Context: an optimization exercise on an open-source flow, tuned for small area and a short achievable clock period. The choices shown serve that exercise and are no tape-out recipe. Function was checked by simulation only, so behaviour that the tests miss may differ from the original. No activity file was given, so power comes from the tool's default toggle rates.

**flow/config.mk**
```make
export PLATFORM = sky130hd
export DESIGN_NAME = usb_data_buffer
export DESIGN_NICKNAME = usb_data_buffer
export VERILOG_FILES = /design/flow/design.v
export SDC_FILE = /design/flow/constraint.sdc
export NUM_CORES = 4
export LEC_CHECK = 0
export ABC_CLOCK_PERIOD_IN_PS = 3500
export CAP_MARGIN = 20
export CORE_MARGIN = 2
export CORE_UTILIZATION = 30
export SETUP_SLACK_MARGIN = 3.3
export SLEW_MARGIN = 20
```
**flow/constraint.sdc**
```tcl
create_clock -name core_clock -period 7.0 [get_ports {clk}]
set_input_delay 1.4000 -clock core_clock [delete_from_list [all_inputs] [get_ports {clk}]]
set_output_delay 1.4000 -clock core_clock [all_outputs]
set_load 0.01 [all_outputs]
```
**flow/design.v**
```verilog
package usb_pkg;
  localparam int unsigned USB_BUF_DEPTH  = 64;
  localparam int unsigned USB_BUF_ADDR_W = 6;
  localparam logic [1:0] SIZE_BYTE = 2'd0;
  localparam logic [1:0] SIZE_HALF = 2'd1;
  localparam logic [1:0] SIZE_WORD = 2'd2;
  localparam logic [3:0] PID_OUT   = 4'b0001;
  localparam logic [3:0] PID_IN    = 4'b1001;
  localparam logic [3:0] PID_DATA0 = 4'b0011;
  localparam logic [3:0] PID_DATA1 = 4'b1011;
  localparam logic [3:0] PID_ACK   = 4'b0010;
  localparam logic [3:0] PID_NAK   = 4'b1010;
  localparam logic [3:0] PID_STALL = 4'b1110;
  function automatic logic [2:0] size_bytes(input logic [1:0] sz);
    logic [2:0] n;
    case (sz)
      SIZE_BYTE: n = 3'd1;
      SIZE_HALF: n = 3'd2;
      SIZE_WORD: n = 3'd4;
      default:   n = 3'd0;
    endcase
    size_bytes = n;
  endfunction
endpackage
module usb_buffer_mem
#(
  parameter int unsigned DEPTH  = usb_pkg::USB_BUF_DEPTH,
  parameter int unsigned ADDR_W = usb_pkg::USB_BUF_ADDR_W
) (
  input  logic              clk_i,
  input  logic [ADDR_W-1:0] waddr_i,
  input  logic [3:0]        wlane_en_i,
  input  logic [31:0]       wdata_i,
  input  logic [ADDR_W-1:0] raddr_i,
  output logic [31:0]       rdata_o
);
  localparam int unsigned Rows  = DEPTH / 4;
  localparam int unsigned RowW  = ADDR_W - 2;
  logic [7:0] bank_q [4][Rows];
  logic [7:0] bank_rd [4];
  for (genvar b = 0; b < 4; b++) begin : gen_bank
    logic [1:0]      wlane;
    logic [RowW-1:0] wrow, rrow;
    logic [7:0]      wbyte;
    logic            wen;
    assign wlane = 2'(b) - waddr_i[1:0];
    assign wrow  = waddr_i[ADDR_W-1:2] + RowW'(2'(b) < waddr_i[1:0]);
    assign wbyte = wdata_i[8*wlane +: 8];
    assign wen   = wlane_en_i[wlane];
    assign rrow  = raddr_i[ADDR_W-1:2] + RowW'(2'(b) < raddr_i[1:0]);
    assign bank_rd[b] = bank_q[b][rrow];
    for (genvar r = 0; r < Rows; r++) begin : gen_row
      always_ff @(posedge clk_i) begin
        if (wen && wrow == RowW'(r)) bank_q[b][r] <= wbyte;
      end
    end
  end
  for (genvar k = 0; k < 4; k++) begin : gen_lane
    logic [1:0] bsel;
    assign bsel = raddr_i[1:0] + 2'(k);
    assign rdata_o[8*k +: 8] = bank_rd[bsel];
  end
endmodule
module usb_data_buffer
#(
  parameter int unsigned DEPTH  = usb_pkg::USB_BUF_DEPTH,
  parameter int unsigned ADDR_W = usb_pkg::USB_BUF_ADDR_W
) (
  input  logic              clk,
  input  logic              n_rst,
  input  logic              flush,
  input  logic              clear,
  input  logic              store_rx_packet_data,
  input  logic [7:0]        rx_packet_data,
  input  logic              get_rx_data,
  input  logic              store_tx_data,
  input  logic [1:0]        data_size,
  input  logic [31:0]       tx_data,
  output logic [31:0]       rx_data,
  input  logic              get_tx_packet_data,
  output logic [7:0]        tx_packet_data,
  output logic [ADDR_W:0]   buffer_occupancy
);
  localparam int unsigned CntW = ADDR_W + 1;
  logic [ADDR_W-1:0] rd_ptr_q, rd_ptr_d, wr_ptr;
  logic [CntW-1:0]   occ_q, occ_d;
  logic [3:0] occ_gt, slot_free;
  for (genvar k = 0; k < 4; k++) begin : gen_flag
    assign occ_gt[k]    = occ_q > CntW'(k);
    assign slot_free[k] = occ_q < CntW'(DEPTH - k);
  end
  logic       sz1, sz2, sz4;
  logic       push_rx, push_tx, pop_tx, pop_rx;
  logic [2:0] push_oh, pop_oh;    
  logic       clr;
  assign sz1     = data_size == 2'd0;
  assign sz2     = data_size == 2'd1;
  assign sz4     = data_size == 2'd2;
  assign push_rx = store_rx_packet_data;
  assign push_tx = !store_rx_packet_data && store_tx_data;
  assign pop_tx  = get_tx_packet_data;
  assign pop_rx  = !get_tx_packet_data && get_rx_data;
  assign clr     = flush || clear;
  assign push_oh[0] = (push_rx || (push_tx && sz1)) && slot_free[0];
  assign push_oh[1] = push_tx && sz2 && slot_free[1];
  assign push_oh[2] = push_tx && sz4 && slot_free[3];
  assign pop_oh[0]  = (pop_tx || (pop_rx && sz1)) && occ_gt[0];
  assign pop_oh[1]  = pop_rx && sz2 && occ_gt[1];
  assign pop_oh[2]  = pop_rx && sz4 && occ_gt[3];
  always_comb begin
    logic signed [3:0] delta;
    delta = 4'sd0;
    if (push_oh[0]) delta = delta + 4'sd1;
    if (push_oh[1]) delta = delta + 4'sd2;
    if (push_oh[2]) delta = delta + 4'sd4;
    if (pop_oh[0])  delta = delta - 4'sd1;
    if (pop_oh[1])  delta = delta - 4'sd2;
    if (pop_oh[2])  delta = delta - 4'sd4;
    occ_d = occ_q;
    for (int d = -4; d <= 4; d++) begin
      if (delta == 4'(d)) occ_d = occ_q + CntW'(d);
    end
    rd_ptr_d = rd_ptr_q;
    if (pop_oh[0]) rd_ptr_d = rd_ptr_q + ADDR_W'(1);
    if (pop_oh[1]) rd_ptr_d = rd_ptr_q + ADDR_W'(2);
    if (pop_oh[2]) rd_ptr_d = rd_ptr_q + ADDR_W'(4);
    if (clr) begin
      rd_ptr_d = '0;
      occ_d    = '0;
    end
  end
  always_ff @(posedge clk or negedge n_rst) begin
    if (!n_rst) begin
      rd_ptr_q <= '0;
      occ_q    <= '0;
    end else begin
      rd_ptr_q <= rd_ptr_d;
      occ_q    <= occ_d;
    end
  end
  assign wr_ptr = rd_ptr_q + occ_q[ADDR_W-1:0];
  logic [31:0] push_data, behind;
  assign push_data = push_rx ? {tx_data[31:8], rx_packet_data} : tx_data;
  usb_buffer_mem #(
    .DEPTH  (DEPTH),
    .ADDR_W (ADDR_W)
  ) u_mem (
    .clk_i      (clk),
    .waddr_i    (wr_ptr),
    .wlane_en_i (slot_free),
    .wdata_i    (push_data),
    .raddr_i    (rd_ptr_q + ADDR_W'(4)),
    .rdata_o    (behind)
  );
  logic [3:0][7:0] win_q, win_d;
  logic [7:0][7:0] ext;     
  logic [7:0][7:0] fill;    
  always_comb begin
    for (int j = 0; j < 8; j++) begin
      ext[j]  = (j < 4) ? win_q[j % 4] : behind[8*(j%4) +: 8];
      fill[j] = ext[j];
      for (int i = 0; i < 4; i++) begin
        if (i <= j && occ_q == CntW'(j - i)) fill[j] = push_data[8*i +: 8];
      end
    end
    for (int k = 0; k < 4; k++) begin
      win_d[k] = fill[k];
      if (pop_oh[0]) win_d[k] = fill[k + 1];
      if (pop_oh[1]) win_d[k] = fill[k + 2];
      if (pop_oh[2]) win_d[k] = fill[k + 4];
    end
  end
  always_ff @(posedge clk) begin
    win_q <= win_d;
  end
  logic [3:0] lane_on;
  assign lane_on[0] = occ_gt[0] && (sz1 || sz2 || sz4);
  assign lane_on[1] = occ_gt[1] && (sz2 || sz4);
  assign lane_on[2] = occ_gt[2] && sz4;
  assign lane_on[3] = occ_gt[3] && sz4;
  for (genvar k = 0; k < 4; k++) begin : gen_rx
    assign rx_data[8*k +: 8] = lane_on[k] ? win_q[k] : 8'h00;
  end
  assign tx_packet_data   = occ_gt[0] ? win_q[0] : 8'h00;
  assign buffer_occupancy = occ_q;
endmodule
```
**flow/run.sh**
```bash
#!/bin/bash
# synth_recipe.tcl (not shown) runs the flow's synth.tcl, then flattens the netlist and writes it again
# the make line also repeats each setting of config.mk as NAME=value (left out here)
make -C /OpenROAD-flow-scripts/flow DESIGN_CONFIG=/design/flow/config.mk WORK_HOME=/design/flow/orfs CLKGATE_MAP_FILE= SYNTH_SCRIPT=/design/flow/synth_recipe.tcl finish
```
==> impl_metrics.csv, run 1 <==
group,metric,value,unit
setup_path,path_cells,"clkinv_8 > ha_4 > nor4b_4 > buf_4 > buf_6 > a221oi_4 > buf_6 > buf_6 > buf_6 > and2_4 > buf_6",
global_route,maximum_number_of_pins_on_one_net_before_global_route_repair,44,
cts,cts.reportedPaths.clkPinSlew,0.06,ns
power_and_ir_drop,power_switching,0.00757,W
power_and_ir_drop,power.leakage,13.4,nW
power_and_ir_drop,p_int,0.0111,W
floorplan,area_of_the_placeable_core,96700,µm²
synth,synth_top_cell_by_area,"sky130_fd_sc_hd__edfxtp_1",
timing,tightest_pin_transition,1.26,ns
drt,drt-total-wl,103000,µm
cts,clock_tree_from_tritoncts,"built",
power_and_ir_drop,share_seq_of_total_power,0.292,
min_path,min_path_cells,3,
setup_path,critical-path-top-cell-by-count,"sky130_fd_sc_hd__buf_6",
timing,layout_worst_path_cycle_share,0.583,
setup_path,max_stage_delay,0.48,ns
cts,clock_sink_count,557,
setup_path,end_kind,"primary output",
power_and_ir_drop,comb_power_share,0.523,
global_route,groute.usage.overall,0.197,
drt,drt.antenna.violating_nets,0,
setup_path,arrival,2.68,ns
cells_and_area,flow.area_growth_from_synthesis,33.2,%
drt,drt_first_iter_violations,2805,
floorplan,die-area,100000,µm²
power_and_ir_drop,clockPowerShare,0.185,
power_and_ir_drop,powerDensity,477,nW/µm²
cts,hold_buffers,0,
setup_path,startpoint_type,"register",
cells_and_area,design_area,39000,µm²
synth,ys.flop_type,"sky130_fd_sc_hd__edfxtp_1",
timing,setup_repair_after_global_routing_missed_its_margin,"true",
setup_path,ff2ff_path_depth,16,
placed_design,detailed_place_hpwl,65000,µm
timing,fmax,245,MHz
synth,most_instantiated_library_cell_after_synthesis,"sky130_fd_sc_hd__edfxtp_1",
synth,synth_edf_count,520,
drt,detailroute.via_count,23800,
synth,synthesis.yosys.warnings,4,
floorplan,io_pins,97,
drt,drc,0,
synth,post_synth_num_cell_types,101,
floorplan,die_w,316,µm
power_and_ir_drop,irDropWorstVdd,0.000291,V
global_route,grt_antenna_before_repair,2,
drt,drt_first_pass_iters,6,
global_route,gr-total-overflow,0,
floorplan,standard_cell_row_count,114,
synth,yosysTopAreaCellShare,0.533,
timing,tns,0,ns
timing,timing.slew.headroom,0.158,
timing,hold_viol,0,
synth,netlist_instances,2487,
power_and_ir_drop,net_sw_frac,0.407,
cells_and_area,finish.net_count,2893,
placed_design,globalplace.congestion,0.951,
job,cap_viol_max_count,0,
synth,netlist_top_cells_count,"520 x sky130_fd_sc_hd__edfxtp_1, 239 x sky130_fd_sc_hd__nand2_1, 229 x sky130_fd_sc_hd__nor2_1, 135 x sky130_fd_sc_hd__a21oi_1, 135 x sky130_fd_sc_hd__clkbuf_1",
setup_path,cp_max_fo,4,
timing,timing.final.setup_violations,0,
cts,clock_tree.htree_level_count,2,
setup_path,timing.critical_path.slowest_stage_cell,"sky130_fd_sc_hd__dfrtp_4",
placed_design,instance_area_after_placement,31900,µm²
synth,mappedNetlistNets,2590,
timing,final_layout_worst_hold_slack,0.736,ns
synth,synth_sequential_area_ratio,0.561,
placed_design,port-buffer-count,96,
cts,ctsRootBufferMaster,"sky130_fd_sc_hd__clkbuf_16",
floorplan,die_h,316,µm
cts,clkLatencyLatePin,0.68,ns
setup_path,worstSetupPathType,"reg -> out",
timing,final_critical_path_time_including_i_o_delays_and_setup,4.08,ns
synth,synthesis.area_per_instance,11.8,µm²
synth,synth_top_cells_by_area,"sky130_fd_sc_hd__edfxtp_1 53%, sky130_fd_sc_hd__mux4_2 4.0%, sky130_fd_sc_hd__nand2_1 3.1%, sky130_fd_sc_hd__nor2_1 2.9%, sky130_fd_sc_hd__mux2i_1 2.8%",
min_path,hold_path.class,"reg -> reg",
run_status,run_status,"no timing/DRC/antenna violations",
synth,syn_std_cell_area,29300,µm²
cts,cts-buffers-inserted,60,
timing,worst_clock_skew,0.0830,ns
floorplan,initial_utilization,0.303,
global_route,grt_first_pass_wirelength,150000,µm
timing,slew_viol_final,0,
synth,number_of_flip_flops_and_latches_in_the_synthesized_netlist,557,
cells_and_area,layout-drive-gt1-share,0.331,
drt,wl_per_cell,25.0,µm
drt,via_per_inst,5.77,
cts,cts-root-to-sink-buffers,3,
synth,async_flop_share,0.0233,
global_route,number_of_global_route_vias_before_repair,22500,
setup_path,worst-endpoint-required,5.60,ns
layer usage:
layer | GRT usage | wire length, µm | up-vias | part of all wire
met5 | 0 | 13 | - | 0.00013
met4 | 0.0908 | 4890 | 2 | 0.048
met3 | 0.0289 | 9360 | 270 | 0.091
met2 | 0.312 | 47000 | 1406 | 0.46
met1 | 0.268 | 41400 | 11800 | 0.40
li1 | - | - | 10300 | -
critical path: cells and delay by family (launching register included):
kind                     cells  cell delay [ns]
AND/OR/NAND/NOR              2             0.26
AO/OA/AOI/OAI                1             0.30
flip-flops                   1             0.48
adder cells (fa/ha/maj)      1             0.17
buffers and inverters        7             0.80
logic make-up (layout without fill, tap and decap cells):
kind of cell    after synthesis  count (layout)  synth area share
simple gates                760             763             0.121
buf+inv                     224             572            0.0307
compound gates              660             660             0.160
flops                       557             557             0.561
other cells                   0               1                 0
xor+xnor                     49              52            0.0179
mux                         184             184            0.0872
fa+ha+maj                    53              53            0.0229
stage by stage:
step | total power [W] | setup slack (ns) | cells | util
after global placement | 0.0125 | 1.40 | 3750 | 0.330
after CTS | 0.0176 | 2.90 | 4042 | 0.386
after detailed placement | 0.0125 | 1.38 | 3750 | 0.330
after global routing | 0.0194 | 2.85 | 4118 | 0.403
after floorplan | 0.00992 | 2.84 | 2487 | -
final | 0.0186 | 2.92 | 4118 | 0.403
sequential cells by signal, indices dropped and copies added, names as in the netlist:
register,cells
win_q,32
rd_ptr_q,6
u_mem.bank_q,512
occ_q,7
worst paths after layout:
| check | startpoint | endpoint | slack, ns |
|---|---|---|---|
| min | occ_q[4] | occ_q[4] | 0.74 |
| max reg2reg | rd_ptr_q[1] | win_q[2] | 2.97 |
| max in group asynchronous | n_rst | occ_q[0] | 5.28 |
| min in group asynchronous | n_rst | rd_ptr_q[1] | 1.17 |
| min reg2reg | occ_q[4] | occ_q[4] | 0.74 |
| max | occ_q[3] | rx_data[25] | 2.92 |
layout by cell type (no fill, tap or decap), types with 48 or more instances in the layout:
cell type,n
sky130_fd_sc_hd__nor2_4,63
sky130_fd_sc_hd__clkdlybuf4s50_1,50
sky130_fd_sc_hd__buf_4,214
sky130_fd_sc_hd__nor2_1,154
sky130_fd_sc_hd__mux2_2,48
sky130_fd_sc_hd__buf_6,67
sky130_fd_sc_hd__buf_12,55
sky130_fd_sc_hd__a21oi_1,113
sky130_fd_sc_hd__clkbuf_16,62
sky130_fd_sc_hd__nand3_1,78
sky130_fd_sc_hd__o21ai_0,83
sky130_fd_sc_hd__mux2i_1,72
sky130_fd_sc_hd__mux4_2,52
sky130_fd_sc_hd__edfxtp_1,520
sky130_fd_sc_hd__nand2_1,220
power by group through the flow:
stage                     Clock [W]  Combinational (W)  Sequential [W]
final                       0.00344            0.00974         0.00544
after global placement            0            0.00697         0.00551
after detailed placement          0            0.00699         0.00551
after CTS                   0.00350            0.00871         0.00542
after floorplan                   0            0.00455         0.00536
after global routing        0.00362             0.0103         0.00548
area by class of cell:
class,instances,area [µm²]
Tap cell,1276,1600
Clock buffer,68,1550
Timing Repair Buffer,421,4240
Multi-Input combinational cell,1712,14400
Fill cell,8932,57700
Inverter,38,206
Sequential cell,557,16400
Antenna cell,1,2.50
Clock inverter,45,583
timing repair:
action / 4_1_cts / 5_1_grt
setup buffers: 173 / 74
cloned: 6 / 1
pin swaps: 107 / 110
gates resized for setup: 565 / 208
endpoints found under the setup margin: 649 / 599
==> run 2: changes to the inputs <==
==> flow/flow/run.sh (new file) <==
#!/bin/bash
# The standard ORFS layout, with one change: synthesis maps the logic with an
# area-oriented ABC script (flow/abc_area.script) instead of ORFS's, which
# upsizes and buffers every gate before placement. Timing repair after
# placement sizes up only the gates on paths that need it.
set -euo pipefail
here=$(pwd)
rm -rf "$here/scripts"
cp -r "$FLOW_HOME/scripts" "$here/scripts"
cp "$here/flow/abc_area.script" "$here/scripts/abc_area.script"
bash standard.sh SCRIPTS_DIR="$here/scripts" finish > "$here/orfs_make.log" 2>&1
==> flow/flow/abc_area.script (new file) <==
strash
&get -n
&fraig -x
&put
scorr
dc2
strash
&get -n
&dch -f
&nf -R 1000
&put
==> flow/standard.sh (new file) <==
#!/bin/bash
# synth_recipe.tcl (not shown) runs the flow's synth.tcl, then flattens the netlist and writes it again
# the make line also repeats each setting of config.mk as NAME=value (left out here)
make -C /OpenROAD-flow-scripts/flow DESIGN_CONFIG=/design/flow/config.mk WORK_HOME=/design/flow/orfs CLKGATE_MAP_FILE= SYNTH_SCRIPT=/design/flow/synth_recipe.tcl "${@:-finish}"
--- a/flow/config.mk
+++ b/flow/config.mk
@@ -5,7 +5,7 @@
 export SDC_FILE = /design/flow/constraint.sdc
 export NUM_CORES = 4
 export LEC_CHECK = 0
-export ABC_CLOCK_PERIOD_IN_PS = 3500
+export ABC_AREA = 1
 export CAP_MARGIN = 20
 export CORE_MARGIN = 2
 export CORE_UTILIZATION = 30
removed: flow/run.sh
==> impl_metrics.csv, run 2 <==
group,metric,value,unit
run_status,run_status,"no timing/DRC/antenna violations",
cells_and_area,final_cell_count_no_fill,3711,
setup_path,timing.critical_path.slowest_stage_cell,"sky130_fd_sc_hd__a222oi_1",
drt,drt.antenna.violating_nets,0,
timing,final_critical_path_time_including_i_o_delays_and_setup,4.41,ns
cells_and_area,mostFrequentLayoutCell,"sky130_fd_sc_hd__edfxtp_1",
synth,synth_sequential_area_ratio,0.641,
drt,drc,0,
floorplan,standard_cell_row_count,107,
min_path,hold_path.class,"reg -> reg",
cts,cts-buffers-inserted,57,
timing,layout_setup_ws,2.59,ns
setup_path,critical-path-top-cell-by-count,"sky130_fd_sc_hd__a222oi_1",
placed_design,placed_cells,3351,
drt,drt-total-wl,93600,µm
setup_path,cp_max_fo,5,
synth,post_synth_num_cell_types,55,
synth,most_instantiated_library_cell_after_synthesis,"sky130_fd_sc_hd__edfxtp_1",
placed_design,globalplace.congestion,0.921,
setup_path,critical_path.reg2reg.endpoint,"win_q[19]",
global_route,gr-total-overflow,0,
setup_path,cp_top_family,"compound AO/OA/AOI/OAI gates",
setup_path,startpoint_type,"register",
timing,hold_viol,0,
setup_path,critical_path.startpoint,"rd_ptr_q[2]",
cells_and_area,design_area,35900,µm²
synth,synth_top_cell_by_area,"sky130_fd_sc_hd__edfxtp_1",
floorplan,die_w,296,µm
floorplan,area_of_the_placeable_core,84900,µm²
timing,tightest_pin_transition,1.16,ns
cells_and_area,finish.net_count,2623,
setup_path,worst-endpoint-required,7.48,ns
floorplan,io_pins,97,
global_route,number_of_global_route_vias_before_repair,20500,
setup_path,crit_cells,19,
synth,netlist_top_cells_count,"520 x sky130_fd_sc_hd__edfxtp_1, 242 x sky130_fd_sc_hd__nor2_1, 192 x sky130_fd_sc_hd__a21oi_1, 188 x sky130_fd_sc_hd__nand2_1, 160 x sky130_fd_sc_hd__o21ai_0",
power_and_ir_drop,irDropWorstVdd,0.000323,V
setup_path,ff2ff_path_depth,19,
cells_and_area,number_of_flip_flops_under_the_largest_register_name,512,
setup_path,worstSetupPathType,"reg -> reg",
synth,yosysTopAreaCellShare,0.610,
floorplan,die-area,87700,µm²
timing,tns,0,ns
timing,fmax,227,MHz
drt,via_per_inst,5.93,
cts,cts.reportedPaths.clkPinSlew,0.06,ns
floorplan,initial_utilization,0.302,
cts,clock_tree_from_tritoncts,"built",
cts,ctsRootBufferMaster,"sky130_fd_sc_hd__clkbuf_16",
cts,clock_sink_count,557,
drt,detailroute.via_count,22000,
setup_path,end_kind,"register",
setup_path,path_cells,"clkinv_4 > ha_4 > buf_12 > ha_4 > xnor2_4 > nand2_4 > buf_6 > nor2_4 > buf_4 > a222oi_1 > nand3_4 > a222oi_1 > o21ai_2 > a221oi_2 > nor2_1 > a21oi_2 > a222oi_1 > nor2_1 > a21oi_1",
job,cap_viol_max_count,0,
drt,drt_first_pass_iters,14,
placed_design,detailed_place_hpwl,58300,µm
synth,netlist_instances,2052,
synth,syn_std_cell_area,25600,µm²
setup_path,ff2ff_setup_slack,2.59,ns
synth,synth_top_cells_by_area,"sky130_fd_sc_hd__edfxtp_1 61%, sky130_fd_sc_hd__a222oi_1 5.1%, sky130_fd_sc_hd__a21oi_1 3.8%, sky130_fd_sc_hd__nor2_1 3.5%, sky130_fd_sc_hd__o21ai_0 3.1%",
cells_and_area,largest_register,"u_mem.bank_q",
floorplan,die_h,296,µm
drt,drt_first_iter_violations,3332,
timing,timing.slew.headroom,0.206,
setup_path,critPathBufInv,4,
cells_and_area,reg_top3,"u_mem.bank_q x512, win_q x32, occ_q x7",
cts,clock_tree.htree_level_count,2,
timing,timing.final.setup_violations,0,
setup_path,regToRegStartpoint,"rd_ptr_q[2]",
timing,worst_clock_skew,0.0179,ns
global_route,grt_first_pass_wirelength,133000,µm
timing,slew_viol_final,0,
placed_design,port-buffer-count,96,
placed_design,instance_area_after_placement,28700,µm²
cts,cts-root-to-sink-buffers,3,
setup_path,max_stage_delay,0.77,ns
placed_design,dp_worst_setup_slack,0.972,ns
global_route,grt_antenna_before_repair,8,
drt,wl_per_cell,25.2,µm
power_and_ir_drop,total_power,0.0191,W
synth,ys.flop_type,"sky130_fd_sc_hd__edfxtp_1",
setup_path,arrival,4.89,ns
power_and_ir_drop,powerDensity,532,nW/µm²
cts,clkLatencyLatePin,0.63,ns
synth,synth_edf_count,520,
synth,mappedNetlistNets,2155,
synth,synthesis.yosys.warnings,4,
synth,number_of_flip_flops_and_latches_in_the_synthesized_netlist,557,
synth,synthesis.area_per_instance,12.5,µm²
cells_and_area,layout-drive-gt1-share,0.336,
global_route,groute.usage.overall,0.201,
power_and_ir_drop,power.leakage,12.2,nW
setup_path,worst_setup_path_endpoint,"win_q[19]",
timing,setup_repair_after_global_routing_missed_its_margin,"true",
cells_and_area,flow.area_growth_from_synthesis,40.2,%
timing,layout_worst_path_cycle_share,0.630,
cells_and_area,mostFrequentLayoutCells,"520 x sky130_fd_sc_hd__edfxtp_1, 193 x sky130_fd_sc_hd__buf_4, 147 x sky130_fd_sc_hd__nand2_1",
global_route,maximum_number_of_pins_on_one_net_before_global_route_repair,48,
synth,async_flop_share,0.0233,
==> run 2: cell count changes in the layout (fill, tap and decap cells not counted), moves of 39 or more <==
cell                       delta
sky130_fd_sc_hd__nand2_1     -73
sky130_fd_sc_hd__nand3_1     -54
sky130_fd_sc_hd__a222oi_1   +114
sky130_fd_sc_hd__mux2i_1     -62
sky130_fd_sc_hd__mux4_2      -52
sky130_fd_sc_hd__mux2_2      -48
sky130_fd_sc_hd__a22oi_1     +39
==> run 2: cells by family after synthesis <==
family	after synthesis	share of synthesized area
adder cells (fa/ha/maj)	53	0.0262
XOR/XNOR	52	0.0178
multiplexers	29	0.0121
flip-flops	557	0.641
AO/OA/AOI/OAI	707	0.189
AND/OR/NAND/NOR	631	0.110
buffers and inverters	23	0.00337
==> run 2: worst min-delay path by stage <==
stage                     start     endpoint  slack, ns  depth (start not counted)
CTS                   win_q[12]    win_q[12]       0.65                          4
detailed placement    win_q[12]    win_q[12]       0.63                          4
floorplan             win_q[12]    win_q[12]       0.57                          4
global route        rd_ptr_q[0]  rd_ptr_q[0]       0.69                          2
finish                win_q[12]    win_q[12]       0.67                          4
global placement      win_q[12]    win_q[12]       0.62                          4
==> run 2: area by class of cell <==
type | instances | area [µm²]
antenna | 1 | 2.50
tap | 1144 | 1430
clock inverter | 40 | 470
multi-input combinational | 1475 | 11800
clock buffer | 65 | 1460
fill | 7641 | 49000
inverter | 23 | 161
timing repair buffer | 406 | 4170
sequential | 557 | 16400
==> run 2: worst min-delay path, stage by stage, from the launching register on <==
cell                       delay (ns)
sky130_fd_sc_hd__dfxtp_1         0.33
sky130_fd_sc_hd__a211oi_1        0.09
sky130_fd_sc_hd__nand2_1         0.07
sky130_fd_sc_hd__nand3_1         0.06
sky130_fd_sc_hd__o21ai_0         0.09
==> run 2: report_power, final <==
| group | switching, W | internal [W] |
|---|---|---|
| clock | 0.00131 | 0.00183 |
| combinational | 0.00635 | 0.00369 |
| sequential | 0.000293 | 0.00565 |
| total | 0.00795 | 0.0112 |
==> run 2: per-stage QoR <==
stage	hold slack (ns)	util
after floorplan	0.572	-
after global placement	0.615	0.338
after detailed placement	0.631	0.338
after CTS	0.649	0.399
after global routing	0.691	0.423
final	0.674	0.423
==> run 2: what timing repair did <==
item / 4_1_cts / 5_1_grt
cloned: 8 / 0
pin swaps: 183 / 175
hold buffers: 0 / 0
gates resized for setup: 587 / 266
buffers inserted: 147 / 98
setup endpoints to repair: 637 / 583
==> run 2: layer usage <==
metal / track usage / routed length [µm] / vias to the layer above
met5: 0 / 103 / -
met4: 0.0648 / 3590 / 14
met3: 0.0397 / 9010 / 264
met2: 0.331 / 45000 / 1351
met1: 0.264 / 35900 / 11000
li1: - / - / 9392

what the ideal ports hide:
No port has a modelled driver above. Below, the same layouts with a new extraction and two added sets of constraints. Step 1: set_driving_cell puts a clkbuf_16 on clk and a buf_2 on each other input, an assumption about the parent block. Step 2 times the ports against the registers' clock, not the clock port: input delays grow and output delays shrink by t, the midpoint of the rising clock arrivals with the driver on. Slacks: ideal / step 1 / step 2; pairs: ideal / step 1.
run	t (ns)	setup WS [ns]	latest minus earliest clock arrival (ns)	worst data-port slew with drivers (ns)	cell pins on the clock port's net
run 1	0.707	2.916 / 2.849 / 2.394	0.084 / 0.085	0.20	1
run 2	0.686	2.592 / 2.592 / 2.022	0.020 / 0.019	0.11	1
After both steps every run listed still meets setup and hold. The setup slack of run 2, which loses most, moves by 0.000 ns with the drivers and by -0.570 ns with both steps.
